What follows belongs to an exercise in optimizing a design on an open flow for small area, a short achievable clock period and few clock cycles per item; a production flow would make more cautious choices.
Only simulation tests tie the RTL to the original design; equivalence was not proved.
Power figures rest on the tool's default switching activity, not on a simulated workload.

==> flow/design.v (excerpt) <==
module per_sensor_window_average_threshold_top #(
    parameter int NUM_SENSORS = psw_pkg::NUM_SENSORS_DEF,
    parameter int WINDOW_LEN  = psw_pkg::WINDOW_LEN_DEF
) (
    input  logic                            aclk,
    input  logic                            aresetn,
    input  logic                            s_valid,
    output logic                            s_ready,
    input  logic [psw_pkg::SENSOR_W-1:0]    s_sensor_id,
    input  logic [psw_pkg::SAMPLE_W-1:0]    s_sample,
    output logic                            m_valid,
    input  logic                            m_ready,
    output logic [psw_pkg::SENSOR_W-1:0]    m_report_sensor,
    output logic                            m_report_kind,
    output logic [psw_pkg::SAMPLE_W-1:0]    m_value,
    output logic                            m_last,
    input  logic                            psel,
    input  logic                            penable,
    input  logic                            pwrite,
    input  logic [psw_pkg::APB_ADDR_W-1:0]  paddr,
    input  logic [psw_pkg::APB_DATA_W-1:0]  pwdata,
    output logic [psw_pkg::APB_DATA_W-1:0]  prdata,
    output logic                            pready
);
    localparam int SAMPLE_W = psw_pkg::SAMPLE_W;
    localparam int SENSOR_W = psw_pkg::SENSOR_W;
    localparam int CNT_W    = 3;
    localparam int SUM_W    = 19;
    localparam int ROW_W    = (WINDOW_LEN - 1) * SAMPLE_W;
    localparam int WIN_W    = WINDOW_LEN * SAMPLE_W;
    logic [SAMPLE_W-1:0] thr_reg;
    logic                cfg_sel;
    logic                cfg_wr;
    assign pready  = 1'b1;
    assign cfg_sel = (paddr[psw_pkg::APB_ADDR_W-1:2] == psw_pkg::REG_LEVEL_THRESHOLD);
    assign cfg_wr  = psel && penable && pwrite && cfg_sel;
    assign prdata  = cfg_sel ? psw_pkg::APB_DATA_W'(thr_reg) : '0;
    always_ff @(posedge aclk) begin
        if (!aresetn) begin
            thr_reg <= psw_pkg::THRESHOLD_RESET;
        end else if (cfg_wr) begin
            thr_reg <= pwdata[SAMPLE_W-1:0];
        end
    end
    logic i_valid, r_valid, s_valid_reg, k_valid;
    logic s_below, s_last;
    logic push, s_done, s_free, r_free, i_free, take, adv;
    assign push    = s_valid_reg && !k_valid;
    assign s_done  = push && (s_below || s_last);
    assign s_free  = !s_valid_reg || s_done;
  ...
Size: roughly 4700 cells after synthesis, about 1700 flip-flops.
clock: 7.0 ns
lec_check: 0
abc_clock_period_in_ps: 3000
cap_margin: 20
core_margin: 2
core_utilization: 55
cts_buf_list: sky130_fd_sc_hd__clkbuf_8
setup_slack_margin: 3.5
slew_margin: 20
run.sh (not shown) runs the stock make flow with config.mk's settings and CLKGATE_MAP_FILE= SYNTH_SCRIPT=/design/flow/synth_recipe.tcl, a recipe that flattens the netlist after the stock synthesis.
The starting point passed the timing, DRC and antenna checks.
Testbench counts at the start, summed over its fixed seeds: cycles 7,578, items 3,200.
Rerun with:
- CORE_UTILIZATION: 55 -> 40
- CTS_BUF_LIST: sky130_fd_sc_hd__clkbuf_8 -> default
=> First-iteration DRC count came out higher by about 14%; worst hold slack improved by 0.031 ns; final area came out higher by about 3.3%; clock power came out higher by 13%; cell count came out higher by 7.9%.

* * *

## run B
Another version of the RTL of per_sensor_window_average_threshold_top (not shown whole).
Size: about 120 I/O pins, ~0.072 mm2 of cells after synthesis.
Settings: LEC_CHECK=0, ABC_CLOCK_PERIOD_IN_PS=2000, CAP_MARGIN=20, CORE_MARGIN=2, CORE_UTILIZATION=65, CTS_CLUSTER_DIAMETER=100, CTS_CLUSTER_SIZE=30, SETUP_SLACK_MARGIN=3.7, SLEW_MARGIN=20, SYNTH_HIERARCHICAL=1, SYNTH_MINIMUM_KEEP_SIZE=0; clock period 7.0 ns.
Testbench counts of run B, summed over its fixed seeds: cycles 7,578, items 3,200.
--- input diff run B..run D ---
- CORE_UTILIZATION changed from 65 to 55
==> comparison <==
| maximum operating frequency | run D vs run B | 8.3 MHz higher |. Between run B and run D, peak supply drop increased. Fraction of the core area covered by cells at the end of the flow | run D below run B. Status: clock transition at the registers of the reported paths parity (run B, run D). Start point of the critical path: s_res5[21]$_DFFE_PP_ -> run D, i_sel[12]$_SDFFCE_PN0P_ -> run B. Run D against run B: routed wirelength normalized by instance count dropped 1.3%; power density over cell area comparable; setup TNS after final layout comparable.

afterwards: timing with drivers on the ports:
The results above use ideal ports. As a check the final layouts listed here were re-extracted and re-timed, cells and wires unchanged.
Step 1: set_driving_cell puts a clkbuf_16 on aclk and a buf_2 on each other input, an assumption about the parent block.
Step 2, shift: input delay + t, output delay - t, t = (earliest + latest rising clock arrival at the registers) / 2. This alone moves slack from input paths to output paths.
a / b / c = ideal / step 1 / step 2; a / b = the first two.
run | shift t [ns] | setup slack, ns | pins driven straight from the clock port
the first run of note 1 | 1.065 | 2.914 / 2.914 / 2.914 | 1
the second run of note 1 | 0.891 | 3.079 / 3.079 / 2.828 | 1
run B | 0.762 | 3.414 / 3.414 / 2.953 | 1
run D | 0.804 | 3.517 / 3.517 / 2.851 | 1
After both steps setup and hold are still met in every run listed. The setup slack of run D, which loses most, moves by 0.000 ns with the drivers and by -0.666 ns with both steps.
